What follows belongs to an exercise in optimizing a design on an open flow for small area, a short achievable clock period and few clock cycles per item; a production flow would make more cautious choices.
In this exercise RTL edits were held to simulation tests only and were not proved equivalent to the original.
No activity file was given, so power comes from the tool's default toggle rates.

==> flow/config.mk <==
export PLATFORM = sky130hd
export DESIGN_NAME = fan_step_hysteresis_level
export DESIGN_NICKNAME = fan_step_hysteresis_level
export VERILOG_FILES = /design/flow/design.v
export SDC_FILE = /design/flow/constraint.sdc
export NUM_CORES = 4
export LEC_CHECK = 0
export CAP_MARGIN = 20
export CORE_MARGIN = 2
export CORE_UTILIZATION = 40
export CTS_BUF_LIST = sky130_fd_sc_hd__clkbuf_16
export CTS_CLUSTER_DIAMETER = 70
export CTS_CLUSTER_SIZE = 28
export SETUP_SLACK_MARGIN = 3.0
export SLEW_MARGIN = 20
==> flow/constraint.sdc <==
create_clock -name core_clock -period 5.0 [get_ports {clk}]
set_input_delay 1.0000 -clock core_clock [delete_from_list [all_inputs] [get_ports {clk}]]
set_output_delay 1.0000 -clock core_clock [all_outputs]
set_load 0.01 [all_outputs]
==> flow/design.v <==
package fshl_pkg;
	localparam int TEMP_W      = 10;
	localparam int LEVEL_W     = 3;
	localparam int RPM_W       = 16;
	localparam int CFG_IDX_W   = 3;
	localparam int CFG_DATA_W  = 64;
	localparam int NUM_REGS    = 7;
	localparam int LEVELS_DEF  = 7;
	localparam int BYTE_W      = 8;
	localparam int RPM_LSB     = 48;
	localparam int ON_CPU_LSB  = 0;
	localparam int ON_REG_LSB  = 8;
	localparam int ON_CHG_LSB  = 16;
	localparam int OFF_CPU_LSB = 24;
	localparam int OFF_REG_LSB = 32;
	localparam int OFF_CHG_LSB = 40;
	typedef logic signed [TEMP_W-1:0] temp_t;
	typedef logic [CFG_DATA_W-1:0]    level_word_t;
	typedef logic [RPM_W-1:0]         rpm_t;
	function automatic logic [1:0] ucmp(input logic [TEMP_W-1:0] a, input logic [TEMP_W-1:0] b,
	                                    input int n);
		logic [15:0] g, e;
		for (int i = 0; i < 16; i++) begin
			if (i < n) begin
				g[i] = a[i] & ~b[i];
				e[i] = a[i] | ~b[i];
			end else begin
				g[i] = 1'b0;
				e[i] = 1'b1;
			end
		end
		for (int l = 0; l < 4; l++) begin
			for (int k = 0; k < (8 >> l); k++) begin
				g[k] = g[2*k+1] | (e[2*k+1] & g[2*k]);
				e[k] = g[2*k+1] | (e[2*k+1] & e[2*k]);
			end
		end
		ucmp = {g[0], e[0]};
	endfunction
	function automatic logic [1:0] scmp(input temp_t a, input temp_t b);
		scmp = ucmp({~a[TEMP_W-1], a[TEMP_W-2:0]}, {~b[TEMP_W-1], b[TEMP_W-2:0]}, TEMP_W);
	endfunction
	function automatic logic t_hi(input temp_t t);
		t_hi = ~t[9] & (t[8] | t[7]);
	endfunction
	function automatic logic t_lo(input temp_t t);
		t_lo = t[9] & ~(t[8] & t[7]);
	endfunction
	function automatic logic t_pos(input temp_t t);
		t_pos = ~t[9] & (|t[8:0]);
	endfunction
	function automatic logic [TEMP_W-1:0] t_byte(input temp_t t);
		t_byte = {2'b00, ~t[7], t[6:0]};
	endfunction
	function automatic logic [TEMP_W-1:0] b_byte(input logic [BYTE_W-1:0] b);
		b_byte = {2'b00, ~b[7], b[6:0]};
	endfunction
	function automatic logic gt_b(input temp_t t, input logic [BYTE_W-1:0] b);
		logic [1:0] c;
		c = ucmp(t_byte(t), b_byte(b), BYTE_W);
		gt_b = t_hi(t) | (~t_lo(t) & c[1]);
	endfunction
	function automatic logic lt_b(input temp_t t, input logic [BYTE_W-1:0] b);
		logic [1:0] c;
		c = ucmp(b_byte(b), t_byte(t), BYTE_W);
		lt_b = t_lo(t) | (~t_hi(t) & c[1]);
	endfunction
endpackage
module fshl_lane #(
	parameter bit DOWN = 1'b0
) (
	input  fshl_pkg::temp_t       t_cpu,
	input  fshl_pkg::temp_t       t_reg,
	input  fshl_pkg::temp_t       t_chg,
	input  logic [23:0]           pts,
	output logic                  hit
);
	if (DOWN) begin : g_dn
		assign hit = fshl_pkg::lt_b(t_cpu, pts[7:0]) && fshl_pkg::lt_b(t_reg, pts[15:8]) &&
		             fshl_pkg::lt_b(t_chg, pts[23:16]);
	end else begin : g_up
		assign hit = fshl_pkg::gt_b(t_cpu, pts[7:0]) ||
		             (fshl_pkg::gt_b(t_reg, pts[15:8]) && fshl_pkg::gt_b(t_chg, pts[23:16]));
	end
endmodule
module fshl_merge #(
	parameter int LEVELS = fshl_pkg::LEVELS_DEF,
	parameter int LW     = $clog2(LEVELS)
) (
	input  logic [LW-1:0]       lv_now,
	input  logic                fell,
	input  logic                rose,
	input  logic [LEVELS-1:0]   up_vec,
	input  logic [LEVELS-1:0]   dn_vec,
	output logic [LW-1:0]       lv_next
);
	logic [LW-1:0] lv_up;
	logic [LW-1:0] lv_dn;
	always_comb begin
		lv_up = LW'(LEVELS - 1);
		for (int j = LEVELS - 2; j >= 0; j--) begin
			if ((LW'(j) >= lv_now) && !up_vec[j]) begin
				lv_up = LW'(j);
			end
		end
	end
	always_comb begin
		lv_dn = '0;
		for (int j = 1; j < LEVELS; j++) begin
			if ((LW'(j) <= lv_now) && !dn_vec[j]) begin
				lv_dn = LW'(j);
			end
		end
	end
	always_comb begin
		if (fell) begin
			lv_next = lv_dn;
		end else if (rose) begin
			lv_next = lv_up;
		end else begin
			lv_next = lv_now;
		end
	end
endmodule
module fan_step_hysteresis_level #(
	parameter int LEVELS = fshl_pkg::LEVELS_DEF
) (
	input  logic                           clk,
	input  logic                           arst_n,
	input  logic                           in_valid,
	output logic                           in_stall,
	input  fshl_pkg::temp_t                cpu_temp,
	input  fshl_pkg::temp_t                temp_regulator,
	input  fshl_pkg::temp_t                charger_temp,
	input  logic                           powered,
	output logic                           out_valid,
	input  logic                           out_stall,
	output logic [fshl_pkg::RPM_W-1:0]     target_rpm,
	output logic [fshl_pkg::LEVEL_W-1:0]   fan_level,
	input  logic                           cfg_valid,
	output logic                           cfg_ready,
	input  logic [fshl_pkg::CFG_IDX_W-1:0] cfg_index,
	input  logic [fshl_pkg::CFG_DATA_W-1:0] cfg_data
);
	localparam int LW = $clog2(LEVELS);
	fshl_pkg::level_word_t level_reg_q [LEVELS];
	logic [LEVELS-1:0]     level_ok_q;
	fshl_pkg::temp_t last_cpu_q, last_reg_q, last_chg_q;
	logic            last_ok_q;
	logic              s1_valid_q;
	logic              s1_fell_q, s1_rose_q;
	logic [LEVELS-1:0] s1_up_q, s1_dn_q;
	logic              s1_up_zero_q, s1_dn_zero_q;
	logic           s2_valid_q;
	logic [LW-1:0]  level_now_q;
	logic           out_valid_q;
	logic [LW-1:0]  fan_level_q;
	fshl_pkg::rpm_t rpm_q;
	logic              in_acc, push, o_hold, s2_hold, s1_hold;
	logic              full_q;
	logic              fell, rose, fell_l, rose_l, fell_0, rose_0;
	logic              up_zero, dn_zero;
	logic [LEVELS-1:0] up_vec, dn_vec, s1_up_m, s1_dn_m;
	logic [1:0]        cmp_cpu, cmp_reg, cmp_chg;
	logic [LW-1:0]     lv_next;
	fshl_pkg::rpm_t    rpm_next;
	assign cfg_ready = 1'b1;
	assign o_hold    = out_valid_q && out_stall;
	assign s2_hold   = s2_valid_q && o_hold;
	assign s1_hold   = s1_valid_q && s2_hold;
	assign in_stall  = full_q && out_stall;
	assign in_acc    = in_valid && !in_stall;
	assign push      = in_acc && powered;
	for (genvar i = 0; i < LEVELS; i++) begin : g_tbl
		always_ff @(posedge clk) begin
			if (cfg_valid && (int'(cfg_index) == i)) begin
				level_reg_q[i] <= cfg_data;
			end
		end
	end
	always_ff @(posedge clk or negedge arst_n) begin
		if (!arst_n) begin
			level_ok_q <= '0;
		end else if (cfg_valid) begin
			for (int i = 0; i < LEVELS; i++) begin
				if (int'(cfg_index) == i) begin
					level_ok_q[i] <= 1'b1;
				end
			end
		end
	end
	always_ff @(posedge clk) begin
		if (push) begin
			last_cpu_q <= cpu_temp;
			last_reg_q <= temp_regulator;
			last_chg_q <= charger_temp;
		end
	end
	always_ff @(posedge clk or negedge arst_n) begin
		if (!arst_n) begin
			last_ok_q <= 1'b0;
		end else if (push) begin
			last_ok_q <= 1'b1;
		end
	end
	assign cmp_cpu = fshl_pkg::scmp(cpu_temp, last_cpu_q);
	assign cmp_reg = fshl_pkg::scmp(temp_regulator, last_reg_q);
	assign cmp_chg = fshl_pkg::scmp(charger_temp, last_chg_q);
	assign fell_l  = !cmp_cpu[0] || !cmp_reg[0] || !cmp_chg[0];
	assign rose_l  = cmp_cpu[1] || cmp_reg[1] || cmp_chg[1];
	assign fell_0  = cpu_temp[9] || temp_regulator[9] || charger_temp[9];
	assign rose_0  = fshl_pkg::t_pos(cpu_temp) || fshl_pkg::t_pos(temp_regulator) ||
	                 fshl_pkg::t_pos(charger_temp);
	assign fell    = last_ok_q ? fell_l : fell_0;
	assign rose    = last_ok_q ? rose_l : rose_0;
	assign up_zero = fshl_pkg::t_pos(cpu_temp) ||
	                 (fshl_pkg::t_pos(temp_regulator) && fshl_pkg::t_pos(charger_temp));
	assign dn_zero = cpu_temp[9] && temp_regulator[9] && charger_temp[9];
	for (genvar g = 0; g < LEVELS; g++) begin : g_lane
		if (g < LEVELS - 1) begin : g_up
			fshl_lane #(.DOWN(1'b0)) u_up (
				.t_cpu    (cpu_temp),
				.t_reg    (temp_regulator),
				.t_chg    (charger_temp),
				.pts      (level_reg_q[g][23:0]),
				.hit      (up_vec[g])
			);
		end else begin : g_up_none
			assign up_vec[g] = 1'b0;
		end
		if (g > 0) begin : g_dn
			fshl_lane #(.DOWN(1'b1)) u_dn (
				.t_cpu    (cpu_temp),
				.t_reg    (temp_regulator),
				.t_chg    (charger_temp),
				.pts      (level_reg_q[g][47:24]),
				.hit      (dn_vec[g])
			);
		end else begin : g_dn_none
			assign dn_vec[g] = 1'b0;
		end
	end
	always_ff @(posedge clk or negedge arst_n) begin
		if (!arst_n) begin
			s1_valid_q <= 1'b0;
		end else if (!s1_hold) begin
			s1_valid_q <= push;
		end
	end
	always_ff @(posedge clk or negedge arst_n) begin
		if (!arst_n) begin
			full_q <= 1'b0;
		end else begin
			full_q <= (s1_hold || push) && (s2_hold || s1_valid_q) && (o_hold || s2_valid_q);
		end
	end
	always_ff @(posedge clk) begin
		if (!s1_hold) begin
			s1_fell_q <= fell;
			s1_rose_q <= rose;
			s1_up_q   <= up_vec;
			s1_dn_q   <= dn_vec;
			s1_up_zero_q <= up_zero;
			s1_dn_zero_q <= dn_zero;
		end
	end
	for (genvar g = 0; g < LEVELS; g++) begin : g_mask
		assign s1_up_m[g] = level_ok_q[g] ? s1_up_q[g] : s1_up_zero_q;
		assign s1_dn_m[g] = level_ok_q[g] ? s1_dn_q[g] : s1_dn_zero_q;
	end
	fshl_merge #(
		.LEVELS (LEVELS),
		.LW     (LW)
	) u_merge (
		.lv_now  (level_now_q),
		.fell    (s1_fell_q),
		.rose    (s1_rose_q),
		.up_vec  (s1_up_m),
		.dn_vec  (s1_dn_m),
		.lv_next (lv_next)
	);
	always_ff @(posedge clk or negedge arst_n) begin
		if (!arst_n) begin
			s2_valid_q  <= 1'b0;
			level_now_q <= '0;
		end else if (!s2_hold) begin
			s2_valid_q <= s1_valid_q;
			if (s1_valid_q) begin
				level_now_q <= lv_next;
			end
		end
	end
	always_comb begin
		rpm_next = '0;
		for (int i = 0; i < LEVELS; i++) begin
			if ((LW'(i) == level_now_q) && level_ok_q[i]) begin
				rpm_next = level_reg_q[i][fshl_pkg::RPM_LSB +: fshl_pkg::RPM_W];
			end
		end
	end
	always_ff @(posedge clk or negedge arst_n) begin
		if (!arst_n) begin
			out_valid_q <= 1'b0;
		end else if (!o_hold) begin
			out_valid_q <= s2_valid_q;
		end
	end
	always_ff @(posedge clk) begin
		if (!o_hold && s2_valid_q) begin
			rpm_q       <= rpm_next;
			fan_level_q <= level_now_q;
		end
	end
	assign out_valid  = out_valid_q;
	assign target_rpm = rpm_q;
	assign fan_level  = fshl_pkg::LEVEL_W'(fan_level_q);
endmodule
==> flow/flow/run.sh <==
#!/bin/bash
# Own layout flow: the standard layout (standard.sh, with its unchanged synthesis)
# run with extra ORFS settings, in a config file that includes the standard flow's config.mk:
#  - the port buffers that global placement inserts start as buf_1 instead of the default
#    buffer (repair still resizes any of them where slew, load or timing needs it);
#  - clock tree synthesis with the clustering of config.mk and no dummy loads.
# The make run's full output goes to flow_make.log in this folder.
set -euo pipefail
here=$(pwd)
{
	echo "include $here/config.mk"
	echo "export BUFFER_PORTS_ARGS = -buffer_cell sky130_fd_sc_hd__buf_1"
	echo "export CTS_ARGS = -sink_clustering_enable -repair_clock_nets -sink_clustering_size 28 -sink_clustering_max_diameter 70 -buf_list sky130_fd_sc_hd__clkbuf_16 -dont_use_dummy_load"
} > "$here/flow_config.mk"
sed "s#DESIGN_CONFIG=[^ ]*#DESIGN_CONFIG=$here/flow_config.mk#" standard.sh > own_standard.sh
bash own_standard.sh > flow_make.log 2>&1
==> flow/standard.sh <==
#!/bin/bash
# synth_recipe.tcl (not shown) runs the flow's synth.tcl, then flattens the netlist and writes it again
# the make line also repeats each setting of config.mk as NAME=value (left out here)
make -C /OpenROAD-flow-scripts/flow DESIGN_CONFIG=/design/flow/config.mk WORK_HOME=/design/flow/orfs CLKGATE_MAP_FILE= SYNTH_SCRIPT=/design/flow/synth_recipe.tcl "${@:-finish}"
==> impl_metrics.py, run 1 <==
metrics = {
    "routing": {
        "num_vias": 13100,
        "routedWlPerCell_um": 23.4,
        "first_pass_iters": 6,
        "drt-total-wl_mm": 54.4,
        "route.detailed.drc": 0,
        "drt-vias-per-instance": 5.64,
        "drtAntennaViolNets": 0,
        "drt-initial-drc-count": 1290,
    },
    "timing": {
        "worstMarginPinSlew_ns": 1.03,
        "period_needed_ns": 2.38,
        "finalSetupViolCount": 0,
        "fin_setup_tns_ns": 0,
        "finalHoldWorstSlack_ns": 0.483,
        "slew_viol_final": 0,
        "fin_skew_ns": 0.0355,
        "fin_crit_sh": 0.475,
        "max_freq_mhz": 421,
        "rsz0062_at_grt": "yes",
        "finalHoldViolCount": 0,
        "maxSlewHeadroom": 0.313,
    },
    "power": {
        "p_switching_uw": 2010,
        "intPower_uw": 6110,
        "power_frac_comb": 0.139,
        "leakage_uw": 0.00800,
        "power.density_nw_per_um2": 331,
        "power_frac_seq": 0.581,
        "vdd_drop_max_mv": 0.239,
        "clockPowerShare": 0.279,
        "p_sw_frac": 0.247,
    },
    "run_status": {
        "status": "no timing/DRC/antenna violations",
    },
    "grt": {
        "grt_max_degree": 66,
        "grt_pass1_vias": 13000,
        "grt_overflow_total": 0,
        "antenna_found_initial": 3,
        "grt_pass1_wl_mm": 81.3,
        "grtUsageTotal": 0.200,
    },
    "finish": {
        "fillers": 4391,
        "finalNetCount": 1747,
        "fin_cells": 2322,
        "fin_area_um2": 24500,
        "final_cell_mix": "465 x edfxtp_1, 97 x buf_4, 78 x buf_1, 73 x maj3_1, 72 x maj3_2",
        "layout-drive-gt1-share": 0.241,
        "diodes": 0,
        "multi_input_area_um2": 6480,
        "area_delta_synth_final_pct": 18.9,
        "final_common_cell": "edfxtp_1",
        "seq_area_um2": 14300,
    },
    "worst_setup_path": {
        "endpoint_kind": "register",
        "cp.required_ns": 5.39,
        "reg2regPathDepth": 7,
        "startpoint_type": "input port",
        "crit_arrival_ns": 2.76,
        "crit_type": "input port to register",
        "crit_fanout": 6,
    },
    "logic_synthesis": {
        "synth-seq-cells": 480,
        "synth-edff-count": 465,
        "synth.distinct_cells": 71,
        "avgSynthCellArea_um2": 14.3,
        "syn_nets": 1549,
        "ys_warn_count": 6,
        "ys_seq_area_frac": 0.695,
        "synthesis.area_um2": 20600,
        "synthArstFlopShare": 0.0313,
        "syn_inst": 1446,
        "ys.flop_type": "edfxtp_1",
    },
    "place": {
        "dpl-instance-area_um2": 22200,
        "dp_hpwl_mm": 34.7,
        "gp_congestion": 0.867,
        "port_buffers": 123,
        "place_inst": 2203,
    },
    "clocking": {
        "clk_pin_slew_worst_paths_ns": 0.08,
        "cts-root-buf": "clkbuf_16",
        "htree_levels": 1,
        "clockBufferDepth": 3,
        "cts_sinks": 480,
        "cts_made_buffers": 29,
        "cts_hold_buf": 0,
        "clock_latency_ns": 0.60,
        "cts_tree": "yes",
    },
    "floorplanning": {
        "die_w_um": 231,
        "die_area_um2": 53400,
        "die-height_um": 231,
        "core_area_um2": 51200,
        "io_pins": 125,
        "row_count": 83,
        "start_util": 0.403,
    },
    "run": {
        "cap_violations": 0,
    },
    "worst_hold_path": {
        "hold_class": "input port to async pin",
    },
}
[logic make-up after synthesis]
kind of cell / after synthesis / share of synthesized area
buffers and inverters: 153 / 0.0287
AO/OA/AOI/OAI: 351 / 0.122
AND/OR/NAND/NOR: 310 / 0.0798
flip-flops: 480 / 0.695
multiplexers: 6 / 0.00291
other: 1 / 0.000182
adder cells (fa/ha/maj): 145 / 0.0715
[through the flow]
stage          total power (uW)  setup WS, ns  utilization
6_report                   8120          2.62        0.479
5_1_grt                    8410          2.58        0.479
4_1_cts                    8100          2.60        0.470
3_5_place_dp               5770          1.14        0.434
3_3_place_gp               5750          1.01        0.434
2_1_floorplan              5400          1.95            -
[power by group through the flow]
stage / logic (uW) / registers, uW / clock network [uW]
2_1_floorplan: 614 / 4780 / 0
3_3_place_gp: 938 / 4810 / 0
3_5_place_dp: 952 / 4820 / 0
4_1_cts: 1070 / 4730 / 2300
5_1_grt: 1230 / 4740 / 2440
6_report: 1130 / 4720 / 2270
[cells in the mapped netlist (24+ instances only)]
cell type | instances | area (um^2)
inv_1 | 74 | 278
nand2b_1 | 59 | 369
edfxtp_1 | 465 | 14000
maj3_1 | 125 | 1250
clkbuf_1 | 55 | 206
a211oi_1 | 24 | 180
nor2_1 | 50 | 188
o22ai_1 | 25 | 156
a22oi_1 | 42 | 315
nand2_1 | 62 | 233
a21oi_1 | 51 | 255
a31oi_1 | 24 | 150
o21ai_0 | 39 | 195
nor2b_1 | 60 | 375
[flip-flops by register name, summed over array words and instances (netlist names), 3 cells and up]
register     cells
fan_level_q      3
last_chg_q      10
last_cpu_q      10
last_reg_q      10
level_now_q      3
level_ok_q       7
level_reg_q    400
rpm_q           16
s1_dn_q          6
s1_up_q          6
[cell type report]
class / instances / share of cell area
inverters: 82 / 0.0179
flip-flops and latches: 480 / 0.585
multi-input cells: 815 / 0.264
repair buffers: 236 / 0.0691
well taps: 680 / 0.0347
clock buffers: 29 / 0.0296
[critical path: stages]
cell and delay, ns:
buf_12 0.11, nand2b_4 0.13, maj3_2 0.29, maj3_2 0.30
maj3_2 0.35, o21ai_4 0.18, o211ai_1 0.14, a31oi_2 0.26
[worst paths after layout]
kind | startpoint | endpoint | slack [ns]
worst max-delay path | temp_regulator[0] | s1_dn_q[5]$_DFFE_PN_ | 2.62
worst min-delay path | arst_n | level_now_q[0]$_DFFE_PN0P_ | 0.48
worst max register to register | level_reg_q[2][40]$_DFFE_PP_ | s1_dn_q[2]$_DFFE_PN_ | 2.68
worst min register to register | s2_valid_q$_DFFE_PN0N_ | out_valid_q$_DFFE_PN0N_ | 0.50
max in group asynchronous | arst_n | level_now_q[2]$_DFFE_PN0P_ | 3.95
min in group core_clock | s2_valid_q$_DFFE_PN0N_ | out_valid_q$_DFFE_PN0N_ | 0.50
[per-layer routing]
| metal | track usage | share of wire | up-vias |
|---|---|---|---|
| met3 | 0.0241 | 0.056 | 76 |
| met4 | 0.0480 | 0.024 | 4 |
| met1 | 0.285 | 0.45 | 6597 |
| li1 | - | - | 6015 |
| met5 | 0 | 0.00048 | - |
| met2 | 0.328 | 0.47 | 410 |
[repair_timing]
item                                    CTS  global route
cloned                                    4             1
gates resized for setup                 190            64
buffers inserted                         59            26
endpoints found under the setup margin  336           110
pin swaps                                43            40
Testbench counts, summed over its fixed seeds: cycles 4,822, items 4,255.
==> run 2, diff against run 1 <==
--- a/flow/config.mk
+++ b/flow/config.mk
@@ -11,5 +11,6 @@
 export CTS_BUF_LIST = sky130_fd_sc_hd__clkbuf_16
 export CTS_CLUSTER_DIAMETER = 70
 export CTS_CLUSTER_SIZE = 28
+export PLACE_DENSITY = 0.5
 export SETUP_SLACK_MARGIN = 3.0
 export SLEW_MARGIN = 20
==> run 2 against run 1 <==
Effect of this change:
- final cell count is 0.86% higher
- total power increased by 4.4%
- combinational power is 4% higher
- die area unchanged
- worst hold slack improved by 0.0079 ns
- critical path type unchanged
- clock power grew 14%
- still clean
- clock skew grew 0.017 ns
- first-iteration DRC count is 12% lower
- clock-buffer cell count is 7 higher
- sequential share of layout area shrank 1.1 points
- routed wire length is 4.7% higher
- via count grew 0.28%
- critical endpoint is now s1_up_q[1]$_DFFE_PN_
==> impl_metrics.py, run 2 <==
metrics = {
    "run_status": {
        "status": "no timing/DRC/antenna violations",
    },
    "timing": {
        "max_freq_mhz": 408,
        "finalHoldWorstSlack_ns": 0.491,
        "fin_ws_ns": 2.55,
        "slew_viol_final": 0,
        "fin_crit_sh": 0.490,
        "fin_setup_tns_ns": 0,
        "period_needed_ns": 2.45,
        "finalHoldViolCount": 0,
        "worstMarginPinSlew_ns": 0.899,
        "rsz0062_at_grt": "yes",
        "finalSetupViolCount": 0,
        "fin_skew_ns": 0.0530,
        "maxSlewHeadroom": 0.401,
    },
    "grt": {
        "antenna_found_initial": 2,
        "grt_max_degree": 66,
        "grtUsageTotal": 0.212,
        "grt_pass1_wl_mm": 83.7,
        "grt_pass1_vias": 13100,
        "grt_overflow_total": 0,
    },
    "logic_synthesis": {
        "yosys-top-cells-count": "465 x edfxtp_1, 125 x maj3_1, 74 x inv_1, 62 x nand2_1, 60 x nor2b_1",
        "synthArstFlopShare": 0.0313,
        "yosysMostFrequentCell": "edfxtp_1",
        "synth-seq-cells": 480,
        "ys_seq_area_frac": 0.695,
        "synth.distinct_cells": 71,
        "syn_inst": 1446,
        "synthesis.area_um2": 20600,
        "avgSynthCellArea_um2": 14.3,
        "yosys.area.top_type": "edfxtp_1",
        "yosysTopAreaCellShare": 0.677,
        "yosys-top-cells-area": "edfxtp_1 68%, maj3_1 6.1%, dfrtp_1 1.8%, nor2b_1 1.8%, nand2b_1 1.8%",
        "syn_nets": 1549,
        "synth-edff-count": 465,
        "ys_warn_count": 6,
        "ys.flop_type": "edfxtp_1",
    },
    "worst_setup_path": {
        "crit_arrival_ns": 2.84,
        "cp.required_ns": 5.39,
        "crit_type": "input port to register",
        "r2r_end": "s1_up_q[1]$_DFFE_PN_",
        "endpoint_kind": "register",
        "reg2reg_from": "level_reg_q[1][19]$_DFFE_PP_",
        "max_stage_delay_ns": 0.34,
        "crit_path_cell_trace": "buf_6, buf_8, inv_12, maj3_2, maj3_2, maj3_2, o32ai_4, o2111ai_4, o211ai_1",
        "slowest_stage": "o32ai_4",
        "worst_setup_path_endpoint": "s1_up_q[1]$_DFFE_PN_",
        "startpoint_type": "input port",
        "crit_fanout": 4,
        "ff2ff_setup_slack_ns": 2.62,
        "startpoint": "charger_temp[4]",
        "path_common_cell": "maj3_2",
        "reg2regPathDepth": 7,
    },
    "power": {
        "p_switching_uw": 2080,
        "intPower_uw": 6400,
        "vdd_drop_max_mv": 0.216,
        "clockPowerShare": 0.304,
        "p_sw_frac": 0.246,
        "power_frac_seq": 0.558,
        "power.density_nw_per_um2": 339,
        "leakage_uw": 0.00828,
        "power_frac_comb": 0.139,
    },
    "floorplanning": {
        "io_pins": 125,
        "die_w_um": 231,
        "start_util": 0.403,
        "core_area_um2": 51200,
        "die_area_um2": 53400,
        "die-height_um": 231,
        "row_count": 83,
    },
    "worst_hold_path": {
        "hold_class": "register to register",
    },
    "place": {
        "dp_hpwl_mm": 35.5,
        "port_buffers": 123,
        "dp_slack_ns": 0.957,
        "place_inst": 2208,
        "gp_congestion": 0.849,
        "dpl-instance-area_um2": 22300,
    },
    "finish": {
        "largest_reg_flops": 400,
        "fin_area_um2": 25000,
        "diodes": 0,
        "fillers": 4391,
        "area_delta_synth_final_pct": 21.2,
        "regMostFlops": "level_reg_q",
        "final_cell_mix": "465 x edfxtp_1, 92 x buf_4, 79 x buf_1, 73 x maj3_2, 72 x maj3_1",
        "final_common_cell": "edfxtp_1",
        "layout-drive-gt1-share": 0.248,
        "fin_cells": 2342,
        "finalNetCount": 1767,
        "top_regs": "level_reg_q: 400 flops, rpm_q: 16 flops",
    },
    "clocking": {
        "cts-root-buf": "clkbuf_16",
        "clock_latency_ns": 0.57,
        "htree_levels": 2,
        "clockBufferDepth": 3,
        "cts_hold_buf": 0,
        "cts_made_buffers": 36,
        "cts_sinks": 480,
        "clk_pin_slew_worst_paths_ns": 0.06,
        "cts_tree": "yes",
    },
    "routing": {
        "drt-initial-drc-count": 1139,
        "drtAntennaViolNets": 0,
        "drt-vias-per-instance": 5.61,
        "first_pass_iters": 5,
        "route.detailed.drc": 0,
        "drt-total-wl_mm": 57.0,
        "num_vias": 13100,
        "routedWlPerCell_um": 24.3,
    },
    "run": {
        "cap_violations": 0,
    },
}
run 2: cell type report:
type,instances,area [um^2],area share
Clock buffer,36,901,0.0360
Inverter,82,429,0.0172
Multi-Input combinational cell,814,6470,0.259
Tap cell,680,851,0.0340
Timing Repair Buffer,250,2010,0.0805
Sequential cell,480,14300,0.574
run 2: power by group through the flow:
stage,Clock [uW],Combinational (uW),Sequential [uW]
2_1_floorplan,0,614,4780
3_3_place_gp,0,966,4820
3_5_place_dp,0,978,4820
4_1_cts,2650,1110,4730
5_1_grt,2780,1270,4750
6_report,2580,1180,4730
run 2: critical path, delay by kind of cell:
kind	cells	cell delay, ns
AOI/OAI and AO/OA	3	0.68
buffers and inverters	3	0.22
adders and majority gates	3	0.91
run 2: worst min-delay path by stage:
| stage | startpoint | end | depth (start not counted) |
|---|---|---|---|
| global route | level_ok_q[6]$_DFFE_PN0P_ | level_ok_q[6]$_DFFE_PN0P_ | 1 |
| global placement | s2_valid_q$_DFFE_PN0N_ | out_valid_q$_DFFE_PN0N_ | 1 |
| CTS | s2_valid_q$_DFFE_PN0N_ | out_valid_q$_DFFE_PN0N_ | 1 |
| finish | s2_valid_q$_DFFE_PN0N_ | out_valid_q$_DFFE_PN0N_ | 1 |
| detailed placement | s2_valid_q$_DFFE_PN0N_ | out_valid_q$_DFFE_PN0N_ | 1 |
| floorplan | level_now_q[0]$_DFFE_PN0P_ | fan_level_q[0]$_DFFE_PP_ | 0 |
run 2: repair_timing:
action / 4_1_cts / 5_1_grt
setup buffers: 68 / 22
pin swaps: 49 / 40
gates resized for setup: 191 / 78
cloned: 5 / 3
setup endpoints to repair: 415 / 113
run 2: routing by layer:
metal | vias up | wire length (um) | global-route usage
met1 | 6641 | 25500 | 0.292
li1 | 6068 | - | -
met2 | 351 | 26900 | 0.344
met3 | 75 | 2850 | 0.0292
met4 | 4 | 1730 | 0.0756
met5 | - | 24 | 0
run 2: logic make-up after synthesis:
group	after synthesis	share of synthesized area
flip-flops	480	0.695
multiplexers	6	0.00291
AND/OR/NAND/NOR	310	0.0798
AO/OA/AOI/OAI	351	0.122
adder cells (fa/ha/maj)	145	0.0715
buffers and inverters	153	0.0287
other	1	0.000182
run 2: through the flow:
step / total power (uW) / util
after detailed placement: 5800 / 0.435
final: 8480 / 0.488
after global placement: 5780 / 0.435
after CTS: 8490 / 0.479
after floorplan: 5400 / -
after global routing: 8800 / 0.488
==> run 3, diff against run 2 <==
--- a/flow/config.mk
+++ b/flow/config.mk
@@ -11,6 +11,6 @@
 export CTS_BUF_LIST = sky130_fd_sc_hd__clkbuf_16
 export CTS_CLUSTER_DIAMETER = 70
 export CTS_CLUSTER_SIZE = 28
-export PLACE_DENSITY = 0.5
+export PLACE_DENSITY = 0.7
 export SETUP_SLACK_MARGIN = 3.0
 export SLEW_MARGIN = 20
==> run 3 against run 2 <==
Effect of this change:
- design area shrank 2.4%
- highest routed layer unchanged
- clock skew shrank 0.014 ns
- final cell count down 0.94%
- sequential share of layout area rose by 1.4 points
- global-route usage decreased by 1.9 points
- sequential cell count stayed put
- largest cell class unchanged
- worst setup slack better by 0.033 ns
- combinational power shrank 3%
==> impl_metrics.py, run 3 <==
metrics = {
    "run_status": {
        "status": "no timing/DRC/antenna violations",
    },
    "routing": {
        "first_pass_iters": 6,
        "routedWlPerCell_um": 22.7,
        "route.detailed.drc": 0,
        "drt-total-wl_mm": 52.6,
        "drtAntennaViolNets": 0,
        "num_vias": 13300,
        "drt-vias-per-instance": 5.72,
        "drt-initial-drc-count": 1423,
    },
    "timing": {
        "period_needed_ns": 2.42,
        "fin_skew_ns": 0.0388,
        "worstMarginPinSlew_ns": 1.01,
        "fin_ws_ns": 2.58,
        "finalHoldWorstSlack_ns": 0.506,
        "finalSetupViolCount": 0,
        "fin_setup_tns_ns": 0,
        "rsz0062_at_grt": "yes",
        "fin_crit_sh": 0.484,
        "max_freq_mhz": 414,
        "maxSlewHeadroom": 0.324,
        "finalHoldViolCount": 0,
        "slew_viol_final": 0,
    },
    "grt": {
        "grt_overflow_total": 0,
        "grt_pass1_vias": 13000,
        "use_met1": 0.259,
        "grt_util_met3": 0.0305,
        "grt-busiest-layer": "met2",
        "grtUsageTotal": 0.193,
        "grt_max_degree": 66,
        "globalRouteMet2Util": 0.321,
        "grt_pass1_wl_mm": 78.9,
        "antenna_found_initial": 6,
    },
    "floorplanning": {
        "die_area_um2": 53400,
        "row_count": 83,
        "core_area_um2": 51200,
        "io_pins": 125,
        "die_w_um": 231,
        "start_util": 0.403,
        "die-height_um": 231,
    },
    "logic_synthesis": {
        "synth-seq-cells": 480,
        "ys.flop_type": "edfxtp_1",
        "synthMuxAreaShare": 0.00291,
        "yosys-top-cells-count": "465 x edfxtp_1, 125 x maj3_1, 74 x inv_1, 62 x nand2_1, 60 x nor2b_1",
        "synthSimpleGateAreaFrac": 0.0798,
        "synth-edff-count": 465,
        "avgSynthCellArea_um2": 14.3,
        "synthArstFlopShare": 0.0313,
        "ys_warn_count": 6,
        "syn_inst": 1446,
        "synthesis.area_um2": 20600,
        "synth-compound-area-share": 0.122,
        "syn_nets": 1549,
        "yosysTopAreaCellShare": 0.677,
        "synth_top_family_by_area": "compound AO/OA/AOI/OAI gates",
        "synth.distinct_cells": 71,
        "synth_xor_area_frac": 0,
        "yosysMostFrequentCell": "edfxtp_1",
        "synth-adder-area-share": 0.0715,
        "yosys.area.top_type": "edfxtp_1",
        "ys_seq_area_frac": 0.695,
        "yosys-top-cells-area": "edfxtp_1 68%, maj3_1 6.1%, dfrtp_1 1.8%, nor2b_1 1.8%, nand2b_1 1.8%",
    },
    "power": {
        "leakage_uw": 0.00797,
        "p_switching_uw": 1910,
        "clockPowerShare": 0.256,
        "intPower_uw": 5970,
        "vdd_drop_max_mv": 0.210,
        "power_frac_comb": 0.145,
        "power_frac_seq": 0.599,
        "power.density_nw_per_um2": 323,
        "p_sw_frac": 0.242,
    },
    "finish": {
        "layout-drive-gt1-share": 0.230,
        "final_core_util": 0.477,
        "regMostFlops": "level_reg_q",
        "largest_reg_flops": 400,
        "area_delta_synth_final_pct": 18.3,
        "finalNetCount": 1742,
        "top_regs": "level_reg_q: 400 flops, rpm_q: 16 flops",
        "final_common_cell": "edfxtp_1",
        "final_cell_mix": "465 x edfxtp_1, 92 x buf_4, 77 x maj3_1, 76 x buf_1, 68 x maj3_2",
    },
    "place": {
        "dp_hpwl_mm": 34.2,
        "port_buffers": 123,
        "gp_congestion": 0.913,
        "dp_slack_ns": 1.18,
    },
    "run": {
        "cap_violations": 0,
    },
    "worst_setup_path": {
        "startpoint_type": "input port",
        "startpoint": "charger_temp[0]",
        "crit_arrival_ns": 2.71,
        "crit_fanout": 4,
        "reg2reg_from": "level_reg_q[2][40]$_DFFE_PP_",
        "endpoint_kind": "register",
        "cp.required_ns": 5.29,
        "crit_type": "input port to register",
    },
    "clocking": {
        "cts_hold_buf": 0,
        "cts_tree": "yes",
        "clock_latency_ns": 0.57,
        "cts-root-buf": "clkbuf_16",
        "clk_pin_slew_worst_paths_ns": 0.10,
        "htree_levels": 1,
        "cts_made_buffers": 24,
        "clockBufferDepth": 3,
        "cts_sinks": 480,
    },
    "worst_hold_path": {
        "hold_class": "input port to async pin",
    },
}
## run 3: power groups by stage
stage	Combinational, uW	Clock [uW]	Sequential, uW
floorplan	614	0	4780
global placement	915	0	4810
detailed placement	934	0	4810
CTS	1050	2050	4720
global route	1230	2180	4740
finish	1140	2020	4720
## run 3: routing by layer
metal	part of all wire	routed length [um]
met1	0.41	21800
met2	0.49	25600
met3	0.069	3610
met4	0.028	1490
met5	0.00078	41
## run 3: worst paths after layout
check                      cells after the start                          to  slack [ns]
setup / recovery                               8        s1_dn_q[4]$_DFFE_PN_        2.58
hold / removal                                 1      s1_valid_q$_DFFE_PN0N_        0.51
setup reg to reg                               7        s1_dn_q[2]$_DFFE_PN_        2.65
hold reg to reg                                1     out_valid_q$_DFFE_PN0N_        0.52
max in group asynchronous                      1  level_now_q[1]$_DFFE_PN0P_        3.93
min in group core_clock                        1     out_valid_q$_DFFE_PN0N_        0.52
## run 3: cells by family (layout without fill, tap and decap cells)
kind of cell / after synthesis / after routing
adders and majority gates: 145 / 145
and+or+nand+nor: 310 / 311
DFF: 480 / 480
AOI/OAI and AO/OA: 351 / 351
buffers and inverters: 153 / 343
muxes: 6 / 6
other: 1 / 4
## run 3: critical path, stage by stage
cell       delay, ns
bufbuf_16       0.22
nor2b_4         0.03
maj3_2          0.30
maj3_2          0.30
maj3_2          0.30
maj3_2          0.32
o21ai_2         0.14
a221oi_1        0.09
## run 3: area by class of cell
type / count / area, um^2
diodes: 3 / 7.51
repair buffers: 237 / 1780
multi-input cells: 814 / 6390
clock buffers: 24 / 601
flip-flops and latches: 480 / 14300
fillers: 4323 / 26800
well taps: 680 / 851
inverters: 82 / 434
## run 3: timing repair
action | in CTS | in global routing
pin swaps | 42 | 34
endpoints found under the setup margin | 344 | 66
cloned | 4 | 2
gates resized for setup | 198 | 58
buffers inserted | 59 | 26
## run 3: per-stage QoR
stage	instances	power [uW]	cell area, um^2
finish	2320	7870	24400
global route	2320	8150	24400
CTS	2289	7820	23900
detailed placement	2202	5750	22200
global placement	2202	5720	22200
floorplan	1446	5400	21100
==> run 4, diff against run 3 <==
--- a/flow/config.mk
+++ b/flow/config.mk
@@ -11,6 +11,6 @@
 export CTS_BUF_LIST = sky130_fd_sc_hd__clkbuf_16
 export CTS_CLUSTER_DIAMETER = 70
 export CTS_CLUSTER_SIZE = 28
-export PLACE_DENSITY = 0.7
+export GPL_TIMING_DRIVEN = 0
 export SETUP_SLACK_MARGIN = 3.0
 export SLEW_MARGIN = 20
==> run 4 against run 3 <==
Effect of this change:
- clock power is 12% higher
- global-route usage up 0.49 points
- worst setup slack lost 0.10 ns
- critical path depth increased by 1
- first-iteration DRC count shrank 25%
- clock skew increased by 0.0014 ns
- sequential share of layout area shrank 1.3 points
- routed wire length grew 1.3%
==> impl_metrics.py, run 4 <==
metrics = {
    "worst_setup_path": {
        "slowest_stage": "maj3_2",
        "crit_fanout": 6,
        "ff2ff_setup_slack_ns": 2.57,
        "startpoint_type": "input port",
        "endpoint_kind": "register",
        "crit_type": "input port to register",
        "crit_path_cell_trace": "buf_12, buf_8, nand2b_4, maj3_2, maj3_2, maj3_2, o21ai_2, o211ai_1, a31oi_2",
        "crit_cells": 9,
        "reg2regPathDepth": 7,
        "cp.required_ns": 5.39,
        "crit_family": "adder cells",
        "path_common_cell": "maj3_2",
        "crit_buf_inv": 2,
        "crit_arrival_ns": 2.91,
        "max_stage_delay_ns": 0.34,
    },
    "finish": {
        "regMostFlops": "level_reg_q",
        "largest_reg_flops": 400,
        "final_cell_mix": "465 x edfxtp_1, 79 x buf_1, 75 x maj3_1, 70 x maj3_2, 65 x inv_1",
        "area_delta_synth_final_pct": 20.9,
        "finalNetCount": 1778,
        "layout-drive-gt1-share": 0.247,
        "top_regs": "level_reg_q: 400 flops, rpm_q: 16 flops",
        "fin_area_um2": 25000,
        "fin_cells": 2354,
        "final_common_cell": "edfxtp_1",
    },
    "worst_hold_path": {
        "hold_path_depth": 0,
        "hold_class": "register to register",
    },
    "timing": {
        "fin_skew_ns": 0.0402,
        "worstMarginPinSlew_ns": 1.04,
        "max_freq_mhz": 396,
        "finalHoldViolCount": 0,
        "rsz0062_at_grt": "yes",
        "fin_ws_ns": 2.48,
        "maxSlewHeadroom": 0.307,
        "period_needed_ns": 2.52,
        "fin_crit_sh": 0.504,
        "finalSetupViolCount": 0,
        "finalHoldWorstSlack_ns": 0.441,
        "fin_setup_tns_ns": 0,
        "slew_viol_final": 0,
    },
    "logic_synthesis": {
        "ys_warn_count": 6,
        "yosys-top-cells-area": "edfxtp_1 68%, maj3_1 6.1%, dfrtp_1 1.8%, nor2b_1 1.8%, nand2b_1 1.8%",
        "synth.distinct_cells": 71,
        "synthArstFlopShare": 0.0313,
        "yosys-top-cells-count": "465 x edfxtp_1, 125 x maj3_1, 74 x inv_1, 62 x nand2_1, 60 x nor2b_1",
        "synth-seq-cells": 480,
        "yosysTopAreaCellShare": 0.677,
        "ys_seq_area_frac": 0.695,
        "yosysMostFrequentCell": "edfxtp_1",
        "synth-edff-count": 465,
        "syn_inst": 1446,
        "synthesis.area_um2": 20600,
        "ys.flop_type": "edfxtp_1",
        "yosys.area.top_type": "edfxtp_1",
        "avgSynthCellArea_um2": 14.3,
        "syn_nets": 1549,
    },
    "floorplanning": {
        "io_pins": 125,
        "die_w_um": 231,
        "die-height_um": 231,
        "core_area_um2": 51200,
        "start_util": 0.403,
        "row_count": 83,
        "die_area_um2": 53400,
    },
    "grt": {
        "grt_max_degree": 33,
        "grt_pass1_vias": 13100,
        "grt_pass1_wl_mm": 80.6,
        "antenna_found_initial": 8,
        "grtUsageTotal": 0.198,
        "grt_overflow_total": 0,
    },
    "clocking": {
        "htree_levels": 1,
        "cts_tree": "yes",
        "clockBufferDepth": 3,
        "cts_sinks": 480,
        "cts_hold_buf": 0,
        "clk_pin_slew_worst_paths_ns": 0.10,
        "clock_latency_ns": 0.60,
        "cts-root-buf": "clkbuf_16",
        "cts_made_buffers": 29,
    },
    "routing": {
        "num_vias": 13200,
        "first_pass_iters": 6,
        "drt-initial-drc-count": 1064,
        "routedWlPerCell_um": 22.6,
        "drt-total-wl_mm": 53.3,
        "route.detailed.drc": 0,
        "drt-vias-per-instance": 5.61,
        "drtAntennaViolNets": 0,
    },
    "power": {
        "leakage_uw": 0.00824,
        "power_frac_seq": 0.575,
        "power_frac_comb": 0.148,
        "clockPowerShare": 0.277,
        "p_switching_uw": 2000,
        "p_sw_frac": 0.245,
        "vdd_drop_max_mv": 0.223,
        "intPower_uw": 6160,
        "power.density_nw_per_um2": 327,
    },
    "place": {
        "port_buffers": 123,
        "dp_hpwl_mm": 37.7,
        "dp_slack_ns": 1.37,
        "place_inst": 2272,
        "gp_congestion": 0.847,
        "dpl-instance-area_um2": 22800,
    },
    "run_status": {
        "status": "no timing/DRC/antenna violations",
    },
    "run": {
        "cap_violations": 0,
    },
}
[run 4: cell count changes in the layout (fill, tap and decap cells not counted), sizes merged, moves of 2 or more]
cell,delta
diode,-2
inv,+6
clkinvlp,-6
clkbuf,+48
buf,-10
[run 4: power groups by stage]
| stage | sequential, uW | combinational [uW] | clock, uW |
|---|---|---|---|
| after detailed placement | 4780 | 1020 | 0 |
| after CTS | 4690 | 1160 | 2310 |
| after floorplan | 4780 | 614 | 0 |
| after global placement | 4780 | 978 | 0 |
| final | 4700 | 1200 | 2260 |
| after global routing | 4710 | 1300 | 2420 |
[run 4: per-layer routing]
layer / track usage / wire (um)
met5: 0 / 82
met4: 0.0563 / 1460
met1: 0.277 / 23800
met2: 0.322 / 25000
met3: 0.0273 / 2910
[run 4: per-stage QoR]
step                      power (uW)  utilization
final                           8160        0.487
after global routing            8440        0.487
after CTS                       8150        0.479
after detailed placement        5800        0.446
after global placement          5760        0.437
after floorplan                 5400            -
[run 4: final timing paths]
check,startpoint,end
worst max register to register,level_reg_q[1][19]$_DFFE_PP_,s1_up_q[1]$_DFFE_PN_
worst min register to register,level_now_q[0]$_DFFE_PN0P_,fan_level_q[0]$_DFFE_PP_
worst min-delay path,level_now_q[0]$_DFFE_PN0P_,fan_level_q[0]$_DFFE_PP_
worst max-delay path,temp_regulator[0],s1_dn_q[5]$_DFFE_PN_
max in group asynchronous,arst_n,full_q$_DFF_PN0_
min in group asynchronous,arst_n,level_now_q[1]$_DFFE_PN0P_
[run 4: layout make-up]
type	count	area, um^2
flip-flops and latches	480	14300
repair buffers	198	1520
diodes	1	2.50
inverters	82	378
fillers	4396	26200
plain buffers	71	608
well taps	680	851
clock buffers	29	726
multi-input cells	813	6530
[run 4: cell families after synthesis]
family,synth area share
buf+inv,0.0287
simple gates,0.0798
fa+ha+maj,0.0715
other cells,0.000182
flops,0.695
mux,0.00291
compound gates,0.122
[run 4: repair_timing]
| item | CTS | global route |
|---|---|---|
| gates resized for setup | 216 | 94 |
| endpoints found under the setup margin | 145 | 94 |
| pin swaps | 47 | 37 |
| buffers inserted | 31 | 19 |
| cloned | 1 | 1 |
==> run 5, diff against run 4 <==
--- a/flow/config.mk
+++ b/flow/config.mk
@@ -11,6 +11,6 @@
 export CTS_BUF_LIST = sky130_fd_sc_hd__clkbuf_16
 export CTS_CLUSTER_DIAMETER = 70
 export CTS_CLUSTER_SIZE = 28
-export GPL_TIMING_DRIVEN = 0
+export GPL_ROUTABILITY_DRIVEN = 0
 export SETUP_SLACK_MARGIN = 3.0
 export SLEW_MARGIN = 20
==> run 5 against run 4 <==
Effect of this change:
- register-to-register slack improved by 0.16 ns
- still clean
- highest routed layer unchanged
- non-clock buffer count fell by 21
- design area fell by 0.62%
- utilization fell by 0.30 points
- largest cell class unchanged
- worst hold slack improved by 0.055 ns
- critical path type unchanged
- die area did not move
==> impl_metrics.py, run 5 <==
metrics = {
    "grt": {
        "grt_max_degree": 66,
        "grt_pass1_wl_mm": 81.8,
        "grt_overflow_total": 0,
        "grt-busiest-layer": "met2",
        "use_met1": 0.288,
        "grt_pass1_vias": 13000,
        "antenna_found_initial": 7,
        "grtUsageTotal": 0.204,
        "grt_util_met3": 0.0349,
        "globalRouteMet2Util": 0.326,
    },
    "worst_setup_path": {
        "crit_cells": 8,
        "crit_type": "input port to register",
        "path_common_cell": "maj3_2",
        "max_stage_delay_ns": 0.35,
        "crit_path_cell_trace": "buf_12, nand2b_4, maj3_2, maj3_2, maj3_2, o21ai_4, o211ai_1, a31oi_2",
        "slowest_stage": "maj3_2",
        "r2r_end": "s1_dn_q[6]$_DFFE_PN_",
        "crit_buf_inv": 1,
        "startpoint_type": "input port",
        "ff2ff_setup_slack_ns": 2.73,
        "reg2regPathDepth": 7,
        "crit_family": "adder cells",
        "reg2reg_from": "level_reg_q[6][24]$_DFFE_PP_",
        "crit_arrival_ns": 2.77,
        "endpoint_kind": "register",
        "crit_fanout": 5,
        "cp.required_ns": 5.38,
    },
    "power": {
        "p_sw_frac": 0.245,
        "intPower_uw": 6140,
        "power.density_nw_per_um2": 328,
        "p_switching_uw": 1990,
        "leakage_uw": 0.00816,
        "power_frac_comb": 0.144,
        "vdd_drop_max_mv": 0.247,
        "power_frac_seq": 0.581,
        "clockPowerShare": 0.275,
    },
    "logic_synthesis": {
        "synth.distinct_cells": 71,
        "ys_warn_count": 6,
        "ys_seq_area_frac": 0.695,
        "avgSynthCellArea_um2": 14.3,
        "synth-seq-cells": 480,
        "yosys.area.top_type": "edfxtp_1",
        "yosys-top-cells-area": "edfxtp_1 68%, maj3_1 6.1%, dfrtp_1 1.8%, nor2b_1 1.8%, nand2b_1 1.8%",
        "syn_nets": 1549,
        "ys.flop_type": "edfxtp_1",
        "synthArstFlopShare": 0.0313,
        "yosysTopAreaCellShare": 0.677,
        "synthesis.area_um2": 20600,
        "yosysMostFrequentCell": "edfxtp_1",
        "yosys-top-cells-count": "465 x edfxtp_1, 125 x maj3_1, 74 x inv_1, 62 x nand2_1, 60 x nor2b_1",
        "syn_inst": 1446,
        "synth-edff-count": 465,
    },
    "place": {
        "port_buffers": 123,
        "dpl-instance-area_um2": 22200,
        "dp_slack_ns": 1.15,
        "dp_hpwl_mm": 34.7,
    },
    "finish": {
        "finalNetCount": 1758,
        "fin_area_um2": 24800,
        "final_core_util": 0.484,
        "fillers": 4395,
        "largest_reg_flops": 400,
        "layout-drive-gt1-share": 0.249,
        "final_cell_mix": "465 x edfxtp_1, 94 x buf_4, 77 x buf_1, 76 x maj3_2, 69 x maj3_1",
        "area_delta_synth_final_pct": 20.2,
        "multi_input_area_um2": 6490,
        "top_regs": "level_reg_q: 400 flops, rpm_q: 16 flops",
        "final_common_cell": "edfxtp_1",
        "seq_area_um2": 14300,
        "regMostFlops": "level_reg_q",
    },
    "timing": {
        "rsz0062_at_grt": "yes",
        "fin_skew_ns": 0.0428,
        "maxSlewHeadroom": 0.291,
        "finalSetupViolCount": 0,
        "max_freq_mhz": 419,
        "slew_viol_final": 0,
        "fin_ws_ns": 2.61,
        "period_needed_ns": 2.39,
        "fin_crit_sh": 0.478,
        "fin_setup_tns_ns": 0,
        "worstMarginPinSlew_ns": 1.06,
        "finalHoldViolCount": 0,
    },
    "floorplanning": {
        "die_area_um2": 53400,
        "die_w_um": 231,
        "start_util": 0.403,
        "io_pins": 125,
        "row_count": 83,
        "core_area_um2": 51200,
        "die-height_um": 231,
    },
    "routing": {
        "first_pass_iters": 5,
        "route.detailed.drc": 0,
        "drt-vias-per-instance": 5.66,
        "num_vias": 13200,
        "drt-initial-drc-count": 1415,
        "drt-total-wl_mm": 55.0,
        "drtAntennaViolNets": 0,
        "routedWlPerCell_um": 23.6,
    },
    "worst_hold_path": {
        "hold_class": "input port to async pin",
    },
    "clocking": {
        "cts-root-buf": "clkbuf_16",
        "clockBufferDepth": 3,
        "clock_latency_ns": 0.60,
        "cts_sinks": 480,
        "cts_made_buffers": 29,
        "htree_levels": 1,
        "cts_hold_buf": 0,
        "cts_tree": "yes",
        "clk_pin_slew_worst_paths_ns": 0.08,
    },
    "run_status": {
        "status": "no timing/DRC/antenna violations",
    },
    "run": {
        "cap_violations": 0,
    },
}
[run 5: cell counts after synthesis]
Identical to the previous run, type by type.
[run 5: how the worst max path moves through the flow]
stage	end	start	slack [ns]
after floorplan	level_reg_q[4][0]$_DFFE_PP_	cfg_valid	1.95
after global placement	s1_up_q[3]$_DFFE_PN_	cpu_temp[9]	1.16
after detailed placement	s1_up_q[3]$_DFFE_PN_	cpu_temp[9]	1.15
after CTS	s1_up_q[3]$_DFFE_PN_	temp_regulator[7]	2.63
after global routing	s1_up_q[3]$_DFFE_PN_	temp_regulator[7]	2.57
final	s1_dn_q[5]$_DFFE_PN_	temp_regulator[0]	2.61
[run 5: power by group through the flow]
stage / Combinational [uW] / Sequential, uW / Clock, uW
floorplan: 614 / 4780 / 0
global placement: 940 / 4810 / 0
detailed placement: 956 / 4820 / 0
CTS: 1090 / 4730 / 2300
global route: 1260 / 4750 / 2430
finish: 1170 / 4720 / 2240
[run 5: cell families (layout without fill, tap and decap cells)]
family | after synthesis | in the layout | synth area share
AOI/OAI and AO/OA | 351 | 351 | 0.122
adders and majority gates | 145 | 145 | 0.0715
buffers and inverters | 153 | 359 | 0.0287
DFF | 480 | 480 | 0.695
muxes | 6 | 6 | 0.00291
other | 1 | 2 | 0.000182
and+or+nand+nor | 310 | 311 | 0.0798
[run 5: timing repair]
item,CTS,global route
pin swaps,52,51
setup buffers,64,26
gates resized for setup,197,89
cloned,7,0
setup endpoints to repair,245,78
[run 5: layout make-up]
type,instances,share of cell area
multi-input cells,814,0.262
flip-flops and latches,480,0.578
well taps,680,0.0343
clock buffers,29,0.0293
repair buffers,248,0.0786
inverters,82,0.0179
diodes,1,0.000101
[run 5: worst register-to-register path, delay by kind of cell, from the launching register on]
kind,cells,cell delay (ns)
fa+ha+maj,4,1.25
flops,1,0.37
simple gates,2,0.23
compound gates,1,0.18
[run 5: per-stage QoR]
stage | cells | total power, uW | hold WS [ns]
global placement | 2207 | 5750 | 0.468
finish | 2334 | 8130 | 0.496
global route | 2334 | 8430 | 0.525
detailed placement | 2207 | 5780 | 0.485
CTS | 2307 | 8120 | 0.498
floorplan | 1446 | 5400 | 0.423
[run 5: per-layer routing]
layer | share of wire | vias to the layer above | routed length, um
met3 | 0.068 | 86 | 3720
met2 | 0.47 | 454 | 25700
li1 | - | 6040 | -
met5 | 0.0011 | - | 60
met1 | 0.44 | 6628 | 24000
met4 | 0.028 | 10 | 1520
==> run 6, diff against run 5 <==
--- a/flow/config.mk
+++ b/flow/config.mk
@@ -7,10 +7,9 @@
 export LEC_CHECK = 0
 export CAP_MARGIN = 20
 export CORE_MARGIN = 2
-export CORE_UTILIZATION = 40
+export CORE_UTILIZATION = 45
 export CTS_BUF_LIST = sky130_fd_sc_hd__clkbuf_16
 export CTS_CLUSTER_DIAMETER = 70
 export CTS_CLUSTER_SIZE = 28
-export GPL_ROUTABILITY_DRIVEN = 0
 export SETUP_SLACK_MARGIN = 3.0
 export SLEW_MARGIN = 20
==> run 6 against run 5 <==
Effect of this change:
- routed wire length is 2.8% lower
- sequential power hardly changed
- non-clock buffer count is 13 lower
- synthesized area stayed put
- maximum frequency is 2.0% lower
- via count is 0.58% lower
- worst setup slack worse by 0.048 ns
- worst hold slack worse by 0.0077 ns
- critical path depth stayed put
- largest cell class unchanged
==> impl_metrics.py, run 6 <==
metrics = {
    "finish": {
        "final_cell_mix": "465 x edfxtp_1, 85 x buf_4, 82 x buf_1, 76 x maj3_2, 69 x maj3_1",
        "area_delta_synth_final_pct": 19.2,
        "fillers": 3727,
        "largest_reg_flops": 400,
        "layout-drive-gt1-share": 0.243,
        "regMostFlops": "level_reg_q",
        "finalNetCount": 1745,
        "top_regs": "level_reg_q: 400 flops, rpm_q: 16 flops",
        "final_common_cell": "edfxtp_1",
    },
    "floorplanning": {
        "die_area_um2": 47600,
        "start_util": 0.456,
        "die_w_um": 218,
        "core_area_um2": 45300,
        "die-height_um": 218,
        "row_count": 78,
        "io_pins": 125,
    },
    "grt": {
        "grtUsageTotal": 0.222,
        "antenna_found_initial": 5,
        "grt_overflow_total": 0,
        "grt_max_degree": 66,
        "grt_pass1_vias": 12900,
        "grt_pass1_wl_mm": 79.8,
    },
    "timing": {
        "fin_skew_ns": 0.0401,
        "worstMarginPinSlew_ns": 0.980,
        "finalHoldViolCount": 0,
        "fin_crit_sh": 0.487,
        "max_freq_mhz": 411,
        "fin_setup_tns_ns": 0,
        "fin_ws_ns": 2.56,
        "period_needed_ns": 2.44,
        "rsz0062_at_grt": "yes",
        "finalSetupViolCount": 0,
        "slew_viol_final": 0,
        "maxSlewHeadroom": 0.347,
    },
    "power": {
        "total_power_uw": 8040,
        "power.density_nw_per_um2": 327,
        "vdd_drop_max_mv": 0.236,
        "leakage_uw": 0.00806,
    },
    "logic_synthesis": {
        "synth-adder-area-share": 0.0715,
        "synth_xor_area_frac": 0,
        "synth-edff-count": 465,
        "yosys-top-cells-count": "465 x edfxtp_1, 125 x maj3_1, 74 x inv_1, 62 x nand2_1, 60 x nor2b_1",
        "synth.distinct_cells": 71,
        "ys_warn_count": 6,
        "synthArstFlopShare": 0.0313,
        "synthesis.area_um2": 20600,
        "yosysMostFrequentCell": "edfxtp_1",
        "yosys-top-cells-area": "edfxtp_1 68%, maj3_1 6.1%, dfrtp_1 1.8%, nor2b_1 1.8%, nand2b_1 1.8%",
        "synthMuxAreaShare": 0.00291,
        "syn_inst": 1446,
        "synth-compound-area-share": 0.122,
        "avgSynthCellArea_um2": 14.3,
        "yosys.area.top_type": "edfxtp_1",
        "synth-seq-cells": 480,
        "yosysTopAreaCellShare": 0.677,
        "synth_top_family_by_area": "compound AO/OA/AOI/OAI gates",
        "synthSimpleGateAreaFrac": 0.0798,
        "syn_nets": 1549,
        "ys.flop_type": "edfxtp_1",
        "ys_seq_area_frac": 0.695,
    },
    "clocking": {
        "clk_pin_slew_worst_paths_ns": 0.10,
        "clockBufferDepth": 3,
        "htree_levels": 1,
        "cts-root-buf": "clkbuf_16",
        "cts_tree": "yes",
        "cts_sinks": 480,
        "cts_hold_buf": 0,
        "cts_made_buffers": 28,
        "clock_latency_ns": 0.60,
    },
    "worst_setup_path": {
        "path_common_cell": "maj3_2",
        "crit_fanout": 12,
        "slowest_stage": "maj3_2",
        "endpoint_kind": "register",
        "crit_type": "input port to register",
        "startpoint_type": "input port",
        "reg2reg_from": "level_reg_q[6][24]$_DFFE_PP_",
        "reg2regPathDepth": 7,
        "crit_buf_inv": 2,
        "crit_family": "adder cells",
        "r2r_end": "s1_dn_q[6]$_DFFE_PN_",
        "ff2ff_setup_slack_ns": 2.60,
        "cp.required_ns": 5.32,
        "crit_path_cell_trace": "buf_12, inv_12, maj3_2, maj3_2, maj3_2, maj3_2, a211oi_2, nor4_1",
        "max_stage_delay_ns": 0.34,
        "crit_arrival_ns": 2.75,
    },
    "routing": {
        "drt-initial-drc-count": 1089,
        "drtAntennaViolNets": 0,
        "first_pass_iters": 5,
        "drt-total-wl_mm": 53.5,
        "route.detailed.drc": 0,
        "routedWlPerCell_um": 23.9,
        "drt-vias-per-instance": 5.86,
        "num_vias": 13100,
    },
    "place": {
        "gp_congestion": 0.861,
        "dp_slack_ns": 1.14,
        "port_buffers": 123,
        "dp_hpwl_mm": 33.5,
    },
    "run": {
        "cap_violations": 0,
    },
    "worst_hold_path": {
        "hold_class": "input port to async pin",
    },
    "run_status": {
        "status": "no timing/DRC/antenna violations",
    },
}
[run 6: worst max path at each step]
| stage | start | cells past startpoint | end | slack, ns |
|---|---|---|---|---|
| CTS | cpu_temp[1] | 8 | s1_dn_q[6]$_DFFE_PN_ | 2.58 |
| global placement | temp_regulator[7] | 8 | s1_up_q[3]$_DFFE_PN_ | 1.20 |
| floorplan | cfg_valid | 2 | level_reg_q[4][0]$_DFFE_PP_ | 1.95 |
| global route | temp_regulator[0] | 8 | s1_up_q[2]$_DFFE_PN_ | 2.51 |
| finish | cpu_temp[1] | 8 | s1_dn_q[6]$_DFFE_PN_ | 2.56 |
| detailed placement | temp_regulator[7] | 8 | s1_up_q[3]$_DFFE_PN_ | 1.14 |
[run 6: worst register-to-register path, cell delays in order (launching register included)]
cell and delay (ns):
edfxtp_1 0.38, nor2b_4 0.13, maj3_2 0.31, maj3_2 0.31, maj3_2 0.29, maj3_2 0.34, a211oi_2 0.26, nor4_1 0.11
[run 6: repair_timing]
| item | CTS | global route |
|---|---|---|
| buffers inserted | 49 | 30 |
| setup endpoints to repair | 368 | 174 |
| pin swaps | 53 | 28 |
| cloned | 5 | 3 |
| gates resized for setup | 173 | 113 |
[run 6: area by class of cell]
class / instances / area, um^2 / area share
flip-flops and latches: 480 / 14300 / 0.583
inverters: 82 / 427 / 0.0174
multi-input cells: 815 / 6540 / 0.266
diodes: 3 / 7.51 / 0.000305
clock buffers: 28 / 701 / 0.0285
well taps: 600 / 751 / 0.0305
repair buffers: 235 / 1830 / 0.0743
[run 6: cells by family (layout without fill, tap and decap cells)]
family / count (synthesis) / after routing
and+or+nand+nor: 310 / 312
buffers and inverters: 153 / 345
AOI/OAI and AO/OA: 351 / 351
other: 1 / 4
adders and majority gates: 145 / 145
muxes: 6 / 6
DFF: 480 / 480
[run 6: metal layers]
layer  vias up  part of all wire  track usage
li1       6021                 -            -
met1      6588              0.44        0.315
met2       448              0.47        0.361
met3        78             0.063       0.0305
met4         6             0.027       0.0626
met5         -           0.00052            0
[run 6: through the flow]
stage / cell area [um^2] / util / hold slack (ns) / cells
after global routing: 24600 / 0.543 / 0.527 / 2241
after global placement: 22100 / 0.488 / 0.463 / 2125
after floorplan: 21100 / - / 0.423 / 1446
after detailed placement: 22100 / 0.488 / 0.473 / 2125
after CTS: 23800 / 0.526 / 0.491 / 2207
final: 24600 / 0.543 / 0.489 / 2243
[run 6: where the power goes]
part | internal (uW) | switching, uW | total (uW)
combinational | 469 | 659 | 1130
sequential | 4620 | 97.7 | 4720
clock | 990 | 1200 | 2190
==> run 7, diff against run 6 <==
--- a/flow/config.mk
+++ b/flow/config.mk
@@ -7,9 +7,9 @@
 export LEC_CHECK = 0
 export CAP_MARGIN = 20
 export CORE_MARGIN = 2
-export CORE_UTILIZATION = 45
+export CORE_UTILIZATION = 40
 export CTS_BUF_LIST = sky130_fd_sc_hd__clkbuf_16
 export CTS_CLUSTER_DIAMETER = 70
 export CTS_CLUSTER_SIZE = 28
-export SETUP_SLACK_MARGIN = 3.0
+export SETUP_SLACK_MARGIN = 3.2
 export SLEW_MARGIN = 20
==> run 7 against run 6 <==
Effect of this change:
- worst setup slack better by 0.029 ns
- maximum frequency grew 1.2%
- sequential power about the same
- die area rose by 12%
- worst hold slack better by 0.0042 ns
- design area is 0.85% higher
==> impl_metrics.py, run 7 <==
metrics = {
    "timing": {
        "max_freq_mhz": 416,
        "worstMarginPinSlew_ns": 0.861,
        "fin_ws_ns": 2.59,
        "period_needed_ns": 2.41,
        "fin_skew_ns": 0.0395,
        "fin_crit_sh": 0.481,
        "rsz0062_at_grt": "yes",
        "slew_viol_final": 0,
    },
    "routing": {
        "drtAntennaViolNets": 0,
        "drt-total-wl_mm": 55.6,
        "first_pass_iters": 6,
        "num_vias": 13300,
        "drt-initial-drc-count": 1214,
        "routedWlPerCell_um": 23.9,
        "route.detailed.drc": 0,
        "drt-vias-per-instance": 5.72,
    },
    "clocking": {
        "clockBufferDepth": 3,
        "htree_levels": 1,
        "cts_tree": "yes",
        "cts_hold_buf": 0,
        "cts_sinks": 480,
        "clk_pin_slew_worst_paths_ns": 0.09,
        "cts-root-buf": "clkbuf_16",
        "clock_latency_ns": 0.58,
        "cts_made_buffers": 28,
    },
    "worst_setup_path": {
        "reg2reg_from": "level_reg_q[4][8]$_DFFE_PP_",
        "crit_buf_inv": 2,
        "crit_path_cell_trace": "buf_12, buf_8, nor2b_1, maj3_2, maj3_2, maj3_1, o2111ai_1, a211oi_1",
        "max_stage_delay_ns": 0.41,
        "crit_fanout": 7,
        "crit_arrival_ns": 2.72,
        "endpoint_kind": "register",
        "crit_type": "input port to register",
        "slowest_stage": "maj3_1",
        "crit_family": "adder cells",
        "startpoint": "cpu_temp[0]",
        "reg2regPathDepth": 7,
        "r2r_end": "s1_up_q[4]$_DFFE_PN_",
        "ff2ff_setup_slack_ns": 2.64,
        "path_common_cell": "maj3_2",
        "startpoint_type": "input port",
        "cp.required_ns": 5.31,
    },
    "finish": {
        "final_cell_mix": "465 x edfxtp_1, 84 x buf_4, 74 x maj3_2, 73 x buf_1, 71 x maj3_1",
        "top_regs": "level_reg_q: 400 flops, rpm_q: 16 flops",
        "regMostFlops": "level_reg_q",
        "final_common_cell": "edfxtp_1",
        "final_core_util": 0.484,
        "finalNetCount": 1747,
        "area_delta_synth_final_pct": 20.2,
        "fin_cells": 2323,
        "fillers": 4415,
    },
    "floorplanning": {
        "row_count": 83,
        "die_w_um": 231,
        "die_area_um2": 53400,
        "core_area_um2": 51200,
        "io_pins": 125,
    },
    "logic_synthesis": {
        "synthSimpleGateAreaFrac": 0.0798,
        "ys_seq_area_frac": 0.695,
        "yosys.area.top_type": "edfxtp_1",
        "ys_warn_count": 6,
        "synth_top_family_by_area": "compound AO/OA/AOI/OAI gates",
        "avgSynthCellArea_um2": 14.3,
        "yosysMostFrequentCell": "edfxtp_1",
        "synthArstFlopShare": 0.0313,
        "synth-seq-cells": 480,
        "synth-compound-area-share": 0.122,
        "yosysTopAreaCellShare": 0.677,
        "synthesis.area_um2": 20600,
        "yosys-top-cells-count": "465 x edfxtp_1, 125 x maj3_1, 74 x inv_1, 62 x nand2_1, 60 x nor2b_1",
        "synth-edff-count": 465,
        "synthMuxAreaShare": 0.00291,
        "synth-adder-area-share": 0.0715,
        "syn_nets": 1549,
        "synth_xor_area_frac": 0,
        "yosys-top-cells-area": "edfxtp_1 68%, maj3_1 6.1%, dfrtp_1 1.8%, nor2b_1 1.8%, nand2b_1 1.8%",
        "ys.flop_type": "edfxtp_1",
        "synth.distinct_cells": 71,
    },
    "grt": {
        "use_met1": 0.288,
        "grt_max_degree": 42,
        "grtUsageTotal": 0.206,
        "grt_pass1_wl_mm": 82.7,
        "antenna_found_initial": 5,
        "globalRouteMet2Util": 0.334,
        "grt-busiest-layer": "met2",
        "grt_util_met3": 0.0310,
        "grt_pass1_vias": 13300,
    },
    "power": {
        "power.density_nw_per_um2": 328,
        "clockPowerShare": 0.271,
        "p_switching_uw": 2010,
        "vdd_drop_max_mv": 0.200,
        "leakage_uw": 0.00809,
        "intPower_uw": 6130,
        "power_frac_seq": 0.579,
        "p_sw_frac": 0.247,
        "power_frac_comb": 0.149,
    },
    "place": {
        "place_inst": 2201,
        "dp_slack_ns": 1.21,
        "gp_congestion": 0.841,
        "port_buffers": 123,
        "dp_hpwl_mm": 34.2,
    },
    "run_status": {
        "status": "no timing/DRC/antenna violations",
    },
    "run": {
        "cap_violations": 0,
    },
}
## run 7: cell counts after synthesis
No cell type changed its count.
## run 7: kinds of logic (layout without fill, tap and decap cells)
group           Yosys count  in the layout
other cells               1              2
flops                   480            480
compound gates          351            351
buf+inv                 153            347
simple gates            310            312
mux                       6              6
fa+ha+maj               145            145
## run 7: layer usage
| layer | up-vias | wire length (um) |
|---|---|---|
| li1 | 6019 | - |
| met1 | 6715 | 24100 |
| met2 | 463 | 26000 |
| met3 | 84 | 3920 |
| met4 | 8 | 1480 |
| met5 | - | 54 |
## run 7: what timing repair did
action | CTS | global route
gates cloned | 9 | 2
setup endpoints to repair | 436 | 99
buffers inserted | 70 | 12
pin swaps | 55 | 51
gates resized for setup | 232 | 90
## run 7: area by class of cell
cell class / instances / area share
Antenna cell: 1 / 0.000101
Sequential cell: 480 / 0.578
Clock buffer: 28 / 0.0283
Inverter: 82 / 0.0179
Timing Repair Buffer: 236 / 0.0755
Multi-Input combinational cell: 815 / 0.265
Timing Repair inverter: 1 / 0.000303
Tap cell: 680 / 0.0343
## run 7: how the worst max path moves through the flow
stage | to | slack [ns] | depth (start not counted)
2_1_floorplan | level_reg_q[4][0]$_DFFE_PP_ | 1.95 | 2
3_3_place_gp | s1_up_q[3]$_DFFE_PN_ | 1.24 | 6
3_5_place_dp | s1_up_q[3]$_DFFE_PN_ | 1.21 | 8
4_1_cts | s1_dn_q[6]$_DFFE_PN_ | 2.58 | 8
5_1_grt | s1_up_q[4]$_DFFE_PN_ | 2.56 | 7
6_report | s1_dn_q[2]$_DFFE_PN_ | 2.59 | 8
## run 7: per-stage QoR
stage,total power (uW),hold slack (ns),cell area [um^2]
after floorplan,5400,0.423,21100
after global placement,5740,0.473,22200
after detailed placement,5760,0.489,22200
after CTS,8100,0.495,24300
after global routing,8430,0.538,24800
final,8140,0.493,24800
## run 7: worst reg2reg max path: cells and delay by family (launching register included)
family	cells	cell delay, ns
DFF	1	0.39
and+or+nand+nor	1	0.15
AOI/OAI and AO/OA	2	0.39
adders and majority gates	4	1.24
## run 7: power by group through the flow
stage	Combinational (uW)	Sequential, uW	Clock [uW]
final	1220	4710	2210
after global routing	1310	4730	2390
after CTS	1130	4720	2260
after detailed placement	946	4820	0
after global placement	932	4810	0
after floorplan	618	4780	0

Check on run 7: ideal ports give 2.593 ns setup slack; a clkbuf_16 on the clock port and buf_2 on the inputs give 2.523 ns; moving port delays by the midpoint clock arrival (0.623 ns) as well gives 1.901 ns.
